What follows belongs to an exercise in optimizing a design on an open flow for small area; a production flow would make more cautious choices. Only simulation tests tie the RTL to the original design; equivalence was not proved. Power is estimated from default activity; no workload was simulated. The clock port is modelled as an ideal driver; clocking choices that lean on that would not hold on a real chip.

job 7893:
==> flow/design.v <==
package avalon_st_pkg;
    localparam int unsigned BEAT_BYTES = 16;
    localparam int unsigned DATA_WIDTH = 8 * BEAT_BYTES;
    function automatic int unsigned empty_width(input int unsigned bytes);
        empty_width = (bytes > 1) ? $clog2(bytes) : 1;
    endfunction
    function automatic int unsigned ptr_width(input int unsigned depth);
        ptr_width = $clog2(depth) + 1;
    endfunction
    localparam int unsigned EMPTY_WIDTH = empty_width(BEAT_BYTES);
    typedef struct packed {
        logic [DATA_WIDTH-1:0]  data;
        logic                   sop;
        logic                   eop;
        logic [EMPTY_WIDTH-1:0] empty;
    } avalon_beat_t;
endpackage
module fifo_mem
#(
    parameter int unsigned DEPTH = 16,
    parameter int unsigned WIDTH = 134
) (
    input  logic                  clk,
    input  logic [DEPTH-1:0]      we,
    input  logic [DEPTH-1:0]      hold,
    input  logic [WIDTH-1:0]      wdata,
    input  logic [DEPTH-1:0]      rsel,
    output logic [WIDTH-1:0]      rdata
);
    logic [WIDTH-1:0] mem [0:DEPTH-1];
    for (genvar i = 0; i < DEPTH; i++) begin : g_row
        always_ff @(posedge clk) begin
            mem[i] <= (wdata & {WIDTH{we[i]}}) | (mem[i] & {WIDTH{hold[i]}});
        end
    end
    always_comb begin
        rdata = '0;
        for (int i = 0; i < DEPTH; i++) begin
            rdata = rdata | (mem[i] & {WIDTH{rsel[i]}});
        end
    end
endmodule
module avalon_st_fifo
#(
    parameter int unsigned DATA_WIDTH_IN_BYTES = 16,
    parameter int unsigned DEPTH               = 16,
    parameter int unsigned ALMOST_FULL_THRESH  = DEPTH - 4
) (
    input  logic                        clk,
    input  logic                        rst,
    input  logic [8*DATA_WIDTH_IN_BYTES-1:0]                          sink_data,
    input  logic                                                      sink_valid,
    input  logic                                                      sink_sop,
    input  logic                                                      sink_eop,
    input  logic [avalon_st_pkg::empty_width(DATA_WIDTH_IN_BYTES)-1:0] sink_empty,
    output logic                                                      sink_rdy,
    output logic [8*DATA_WIDTH_IN_BYTES-1:0]                          src_data,
    output logic                                                      src_valid,
    output logic                                                      src_sop,
    output logic                                                      src_eop,
    output logic [avalon_st_pkg::empty_width(DATA_WIDTH_IN_BYTES)-1:0] src_empty,
    input  logic                                                      src_rdy,
    output logic [avalon_st_pkg::ptr_width(DEPTH)-1:0] fill_level,
    output logic [avalon_st_pkg::ptr_width(DEPTH)-1:0] pkt_count,
    output logic                        almost_full
);
    localparam int unsigned PW = avalon_st_pkg::ptr_width(DEPTH);
    localparam int unsigned AW = PW - 1;
    localparam int unsigned EW = avalon_st_pkg::empty_width(DATA_WIDTH_IN_BYTES);
    localparam int unsigned BW = 8*DATA_WIDTH_IN_BYTES + EW + 2;
    logic [AW-1:0] wr_q;      
    logic [AW-1:0] wr2_q;     
    logic [AW-1:0] hp_q;      
    logic          shown_q;   
    logic [PW-1:0] fill_q, fill_d;
    logic [PW-1:0] pkt_q;
    logic          rdy_q;
    logic          empty, push, pop, hd_inc;
    logic [DEPTH-1:0] we, hold, rsel;
    logic [BW-1:0] wbeat, rbeat;
    assign empty  = (fill_q == '0);
    assign push   = sink_valid && rdy_q;
    assign pop    = !empty && src_rdy;
    assign fill_d = fill_q + PW'(push) - PW'(pop);
    assign hd_inc = (fill_d != '0) && (pop || empty);
    always_comb begin
        for (int i = 0; i < DEPTH; i++) begin
            we[i]   = push && (wr_q == AW'(i));
            hold[i] = !(push && (wr2_q == AW'(i)));
            rsel[i] = shown_q && (hp_q == AW'(i + 1));
        end
    end
    assign wbeat = {sink_data, sink_sop, sink_eop, sink_empty};
    fifo_mem #(
        .DEPTH (DEPTH),
        .WIDTH (BW)
    ) u_mem (
        .clk   (clk),
        .we    (we),
        .hold  (hold),
        .wdata (wbeat),
        .rsel  (rsel),
        .rdata (rbeat)
    );
    always_ff @(posedge clk or negedge rst) begin
        if (!rst) begin
            wr_q    <= '0;
            wr2_q   <= '0;
            hp_q    <= '0;
            shown_q <= 1'b0;
            fill_q  <= '0;
            pkt_q   <= '0;
            rdy_q   <= 1'b0;
        end else begin
            wr_q    <= wr_q + AW'(push);
            wr2_q   <= wr2_q + AW'(push);
            hp_q    <= hp_q + AW'(hd_inc);
            shown_q <= shown_q || push;
            fill_q  <= fill_d;
            pkt_q   <= pkt_q + PW'(push && sink_eop) - PW'(pop && src_eop);
            rdy_q   <= (fill_d != PW'(DEPTH));
        end
    end
    assign {src_data, src_sop, src_eop, src_empty} = rbeat;
    assign sink_rdy    = rdy_q;
    assign src_valid   = !empty;
    assign fill_level  = fill_q;
    assign pkt_count   = pkt_q;
    assign almost_full = (fill_q >= PW'(ALMOST_FULL_THRESH));
endmodule
export LEC_CHECK = 0
export CAP_MARGIN = 20
export CORE_MARGIN = 2
export CORE_UTILIZATION = 60
export SLEW_MARGIN = 20
create_clock -name core_clock -period 7.0 [get_ports {clk}]
standard.sh (not shown) runs the stock make flow with config.mk's settings and CLKGATE_MAP_FILE= SYNTH_SCRIPT=/design/flow/synth_recipe.tcl, a recipe that flattens the netlist after the stock synthesis.
==> flow/flow/run.sh <==
#!/bin/bash
# The standard layout with three changes:
#  - synthesis maps the logic with flow/abc_map.script, an area-recovering ABC script, in
#    place of ORFS's ABC script; everything else in synthesis is the standard flow's own script, so the
#    registers, their names and cell types are the standard synthesis's;
#  - input/output ports are buffered with buf_1 cells;
#  - clock tree synthesis builds the tree from clkbuf_8 cells without dummy balancing loads.
# Each tool's output goes to ORFS's own per-step logs under orfs/logs; make's output to make_finish.log.
set -euo pipefail
W=$PWD
F=$W/flow

# ORFS synth.tcl, with the final abc call pointed at our script.
sed 's#^\(\s*\)log_cmd abc {\*}\$abc_args#\1set abc_args [lreplace $abc_args 1 1 '"$F"'/abc_map.script]\n\1log_cmd abc {*}$abc_args#' \
    "$FLOW_HOME/scripts/synth.tcl" > "$W/synth_orfs_abc.tcl"
[[ $(grep -c "abc_map.script" "$W/synth_orfs_abc.tcl") == 1 ]]
# The standard flow's synthesis script, sourcing that copy.
sed 's#\$::env(SCRIPTS_DIR)/synth.tcl#'"$W"'/synth_orfs_abc.tcl#' "$W/synth_recipe.tcl" > "$W/own_synth.tcl"
[[ $(grep -c "synth_orfs_abc.tcl" "$W/own_synth.tcl") == 1 ]]
# The standard.sh, with our synthesis script.
sed 's#SYNTH_SCRIPT=[^ ]*#SYNTH_SCRIPT='"$W"'/own_synth.tcl#' "$W/standard.sh" > "$W/own_standard.sh"
[[ $(grep -c "own_synth.tcl" "$W/own_standard.sh") == 1 ]]

export BUFFER_PORTS_ARGS="-buffer_cell sky130_fd_sc_hd__buf_1"
export CTS_ARGS="-sink_clustering_enable -repair_clock_nets -dont_use_dummy_load -buf_list sky130_fd_sc_hd__clkbuf_8 -sink_clustering_size 18 -sink_clustering_max_diameter 60"
bash "$W/own_standard.sh" "$@" > "$W/make_finish.log" 2>&1
==> flow/flow/abc_map.script <==
&get -n
&st
&synch2
&nf -R 1000
&st
&dch
&nf -R 1000
&put
--- input diff job 7893..job 3900 ---
--- a/flow/flow/run.sh
+++ b/flow/flow/run.sh
@@ -6,3 +6,3 @@
 #  - input/output ports are buffered with buf_1 cells;
-#  - clock tree synthesis builds the tree from clkbuf_8 cells without dummy balancing loads.
+#  - clock tree synthesis builds the tree from clkbuf_16 cells without dummy balancing loads.
 # Each tool's output goes to ORFS's own per-step logs under orfs/logs; make's output to make_finish.log.
@@ -24,3 +24,3 @@
 export BUFFER_PORTS_ARGS="-buffer_cell sky130_fd_sc_hd__buf_1"
-export CTS_ARGS="-sink_clustering_enable -repair_clock_nets -dont_use_dummy_load -buf_list sky130_fd_sc_hd__clkbuf_8 -sink_clustering_size 18 -sink_clustering_max_diameter 60"
+export CTS_ARGS="-sink_clustering_enable -repair_clock_nets -dont_use_dummy_load -buf_list sky130_fd_sc_hd__clkbuf_16 -sink_clustering_size 32 -sink_clustering_max_diameter 80"
 bash "$W/own_standard.sh" "$@" > "$W/make_finish.log" 2>&1
### Flow results
- Compared with job 7893, cell count in job 3900 decreased slightly.
- Clock power share delta for job 3900 relative to job 7893: 0.5 points higher
- Class of the worst hold path = flip-flop to flip-flop: job 3900; class of the worst hold path = input port to async pin: job 7893
- From job 7893 to job 3900, final max-slew violation count did not move at all.
- Relative to job 7893, the worst-margin pin slew of job 3900 is lower by 0.0080 ns.
#### Input delta (job 1268 over job 3900)
--- a/flow/flow/run.sh
+++ b/flow/flow/run.sh
@@ -6,3 +6,3 @@
 #  - input/output ports are buffered with buf_1 cells;
-#  - clock tree synthesis builds the tree from clkbuf_16 cells without dummy balancing loads.
+#  - clock tree synthesis builds the tree from clkbuf_8 cells without dummy balancing loads.
 # Each tool's output goes to ORFS's own per-step logs under orfs/logs; make's output to make_finish.log.
@@ -24,3 +24,3 @@
 export BUFFER_PORTS_ARGS="-buffer_cell sky130_fd_sc_hd__buf_1"
-export CTS_ARGS="-sink_clustering_enable -repair_clock_nets -dont_use_dummy_load -buf_list sky130_fd_sc_hd__clkbuf_16 -sink_clustering_size 32 -sink_clustering_max_diameter 80"
+export CTS_ARGS="-sink_clustering_enable -repair_clock_nets -dont_use_dummy_load -buf_list sky130_fd_sc_hd__clkbuf_8 -sink_clustering_size 18 -sink_clustering_max_diameter 60"
 bash "$W/own_standard.sh" "$@" > "$W/make_finish.log" 2>&1
--- a/flow/config.mk
+++ b/flow/config.mk
@@ -7,5 +7,5 @@
 export LEC_CHECK = 0
-export CAP_MARGIN = 20
+export CAP_MARGIN = 10
 export CORE_MARGIN = 2
-export CORE_UTILIZATION = 60
-export SLEW_MARGIN = 20
+export CORE_UTILIZATION = 78
+export SLEW_MARGIN = 10
==> comparison <==
Changes observed in job 1268 relative to job 3900: number of vias after detailed routing went up by 3,613; total power consumption of the routed design barely changed; routed wire length now smaller. Comparing proportion of layout cells with a drive suffix above 1 for job 3900 and job 1268, the smaller number came from job 3900. Lower share of power burned in combinational logic among job 3900 and job 1268: job 3900. Sequential power delta (job 3900 -> job 1268): insignificant. As far as count of port buffers added during placement goes, job 3900 and job 1268 are indistinguishable; the numbers are identical. Job 1268 against job 3900: sequential cell area share higher, global routing met2 resource utilization higher, setup slack lower.
> inputs changed (job 1268 -> job 725)
--- a/flow/config.mk
+++ b/flow/config.mk
@@ -9,3 +9,3 @@
 export CORE_MARGIN = 2
-export CORE_UTILIZATION = 78
+export CORE_UTILIZATION = 60
 export SLEW_MARGIN = 10
--- outcome ---
| half-perimeter wire length of the detailed placement result | lower: job 725 |
The higher post-route worst setup slack came out of job 725.
Routed length on met2: job 725 > job 1268
[compare] base=job 1268 new=job 725: clock power shows an increase of about 3%; multi-input gate share of total cell area shows a reduction of 0.22 points.
Job 1268 -> job 725: design area increased slightly
What job 1268 reported for peak fanout along the critical path has to be multiplied by 0.862 to get the figure for job 725.
Of the two candidates, job 1268 has the better wire length of the first global-routing pass and job 725 the worse one.
| clock latency of the later-clocked register in the worst-skew pair | higher: job 725 |
Looking at the reports, job 725 completed the entire flow and the layout it produced met the timing, design-rule and antenna checks.
#### Input delta (job 6911 over job 725)
==> flow/run.sh (new file) <==
#!/bin/bash
# synth_recipe.tcl (not shown) runs the flow's synth.tcl, then flattens the netlist and writes it again
# the make line also repeats each setting of config.mk as NAME=value (left out here)
make -C /OpenROAD-flow-scripts/flow DESIGN_CONFIG=/design/flow/config.mk WORK_HOME=/design/flow/orfs CLKGATE_MAP_FILE= SYNTH_SCRIPT=/design/flow/synth_recipe.tcl finish
--- a/flow/config.mk
+++ b/flow/config.mk
@@ -7,5 +7,8 @@
 export LEC_CHECK = 0
-export CAP_MARGIN = 10
+export CAP_MARGIN = 20
 export CORE_MARGIN = 2
 export CORE_UTILIZATION = 60
-export SLEW_MARGIN = 10
+export CTS_BUF_LIST = sky130_fd_sc_hd__clkbuf_8
+export CTS_CLUSTER_DIAMETER = 60
+export CTS_CLUSTER_SIZE = 18
+export SLEW_MARGIN = 20
removed: flow/flow/run.sh
removed: flow/flow/abc_map.script
removed: flow/standard.sh
Findings:
input port to async pin as the class of the tightest hold or removal check was reported by job 725, and flip-flop to flip-flop by job 6911. On ratio of cells with drive above 1 in the final layout, the higher figure sits with job 6911, not job 725. Job 6911 vs job 725 — global router's overall resource usage rose 2.1 points. From job 725 to job 6911 the numbers moved as follows: core utilization has decreased, final non-filler cell area has increased, clock period minus final worst setup slack has increased.
The inputs of job 3033 differ from those of job 6911 as listed below.
==> flow/flow/run.sh (new file) <==
#!/bin/bash
# The standard layout with three changes:
#  - synthesis maps the logic with flow/abc_map.script, an area-recovering ABC script, in
#    place of ORFS's ABC script; everything else in synthesis is the standard flow's own script, so the
#    registers, their names and cell types are the standard synthesis's;
#  - input/output ports are buffered with buf_1 cells;
#  - clock tree synthesis builds the tree from clkbuf_8 cells without dummy balancing loads.
# Each tool's output goes to ORFS's own per-step logs under orfs/logs; make's output to make_finish.log.
set -euo pipefail
W=$PWD
F=$W/flow

# ORFS synth.tcl, with the final abc call pointed at our script.
sed 's#^\(\s*\)log_cmd abc {\*}\$abc_args#\1set abc_args [lreplace $abc_args 1 1 '"$F"'/abc_map.script]\n\1log_cmd abc {*}$abc_args#' \
    "$FLOW_HOME/scripts/synth.tcl" > "$W/synth_orfs_abc.tcl"
[[ $(grep -c "abc_map.script" "$W/synth_orfs_abc.tcl") == 1 ]]
# The standard flow's synthesis script, sourcing that copy.
sed 's#\$::env(SCRIPTS_DIR)/synth.tcl#'"$W"'/synth_orfs_abc.tcl#' "$W/synth_recipe.tcl" > "$W/own_synth.tcl"
[[ $(grep -c "synth_orfs_abc.tcl" "$W/own_synth.tcl") == 1 ]]
# The standard.sh, with our synthesis script.
sed 's#SYNTH_SCRIPT=[^ ]*#SYNTH_SCRIPT='"$W"'/own_synth.tcl#' "$W/standard.sh" > "$W/own_standard.sh"
[[ $(grep -c "own_synth.tcl" "$W/own_standard.sh") == 1 ]]

export BUFFER_PORTS_ARGS="-buffer_cell sky130_fd_sc_hd__buf_1"
export CTS_ARGS="-sink_clustering_enable -repair_clock_nets -dont_use_dummy_load -buf_list sky130_fd_sc_hd__clkbuf_8 -sink_clustering_size 18 -sink_clustering_max_diameter 60"
bash "$W/own_standard.sh" "$@" > "$W/make_finish.log" 2>&1
==> flow/flow/abc_map.script (new file) <==
&get -n
&st
&synch2
&nf -R 1000
&st
&dch
&nf -R 1000
&put
==> flow/standard.sh (new file) <==
#!/bin/bash
# synth_recipe.tcl (not shown) runs the flow's synth.tcl, then flattens the netlist and writes it again
# the make line also repeats each setting of config.mk as NAME=value (left out here)
make -C /OpenROAD-flow-scripts/flow DESIGN_CONFIG=/design/flow/config.mk WORK_HOME=/design/flow/orfs CLKGATE_MAP_FILE= SYNTH_SCRIPT=/design/flow/synth_recipe.tcl "${@:-finish}"
==> flow/config.mk <==
export PLATFORM = sky130hd
export DESIGN_NAME = avalon_st_fifo
export DESIGN_NICKNAME = avalon_st_fifo
export VERILOG_FILES = /design/flow/design.v
export SDC_FILE = /design/flow/constraint.sdc
export NUM_CORES = 4
export LEC_CHECK = 0
export CAP_MARGIN = 10
export CORE_MARGIN = 2
export CORE_UTILIZATION = 70
export SLEW_MARGIN = 10
removed: flow/run.sh
Job 6911 vs job 3033, capture point of the critical path: src_data[5] vs src_data[111]
Diff job 6911 -> job 3033 | starting density of the core | increase of 10 points
Per the comparison of job 3033 with job 6911, detailed-route wire length down about 11%; routed metal-1 wirelength lost about 18%.

what the ideal ports hide:
In the flow no input, the clock included, has a driving cell. The finished layouts below were timed again as built, in two steps. Step 1 (the two cells are an assumption about what drives the block):
set clk [get_ports {clk}]
set_driving_cell -lib_cell sky130_fd_sc_hd__clkbuf_16 $clk
set_driving_cell -lib_cell sky130_fd_sc_hd__buf_2 [delete_from_list [all_inputs] $clk]
Step 2, shift: input delay + t, output delay - t, t = (earliest + latest rising clock arrival at the registers) / 2. This alone moves slack from input paths to output paths. a / b / c = no drivers / after step 1 / after step 2; a / b = the first two.
run | t (ns) | setup WS [ns] | worst hold slack (ns) | worst setup path at the end | latest minus earliest clock arrival (ns)
job 7893 | 1.002 | 1.182 / 1.095 / 2.097 | 0.460 / 0.397 / 0.487 | register to output | 0.072 / 0.072
job 3900 | 0.788 | 1.439 / 1.360 / 2.148 | 0.484 / 0.484 / 0.484 | register to output | 0.065 / 0.065
job 1268 | 0.960 | 1.138 / 1.061 / 2.020 | 0.459 / 0.408 / 0.485 | register to output | 0.077 / 0.077
job 725 | 0.994 | 1.241 / 1.154 / 2.147 | 0.485 / 0.420 / 0.485 | register to output | 0.105 / 0.105
job 6911 | 1.028 | 0.856 / 0.774 / 1.803 | 0.489 / 0.489 / 0.489 | register to output | 0.039 / 0.039
job 3033 | 0.941 | 1.155 / 1.076 / 1.954 | 0.487 / 0.482 / 0.487 | input to register | 0.079 / 0.080
After both steps setup and hold are still met in every run listed.
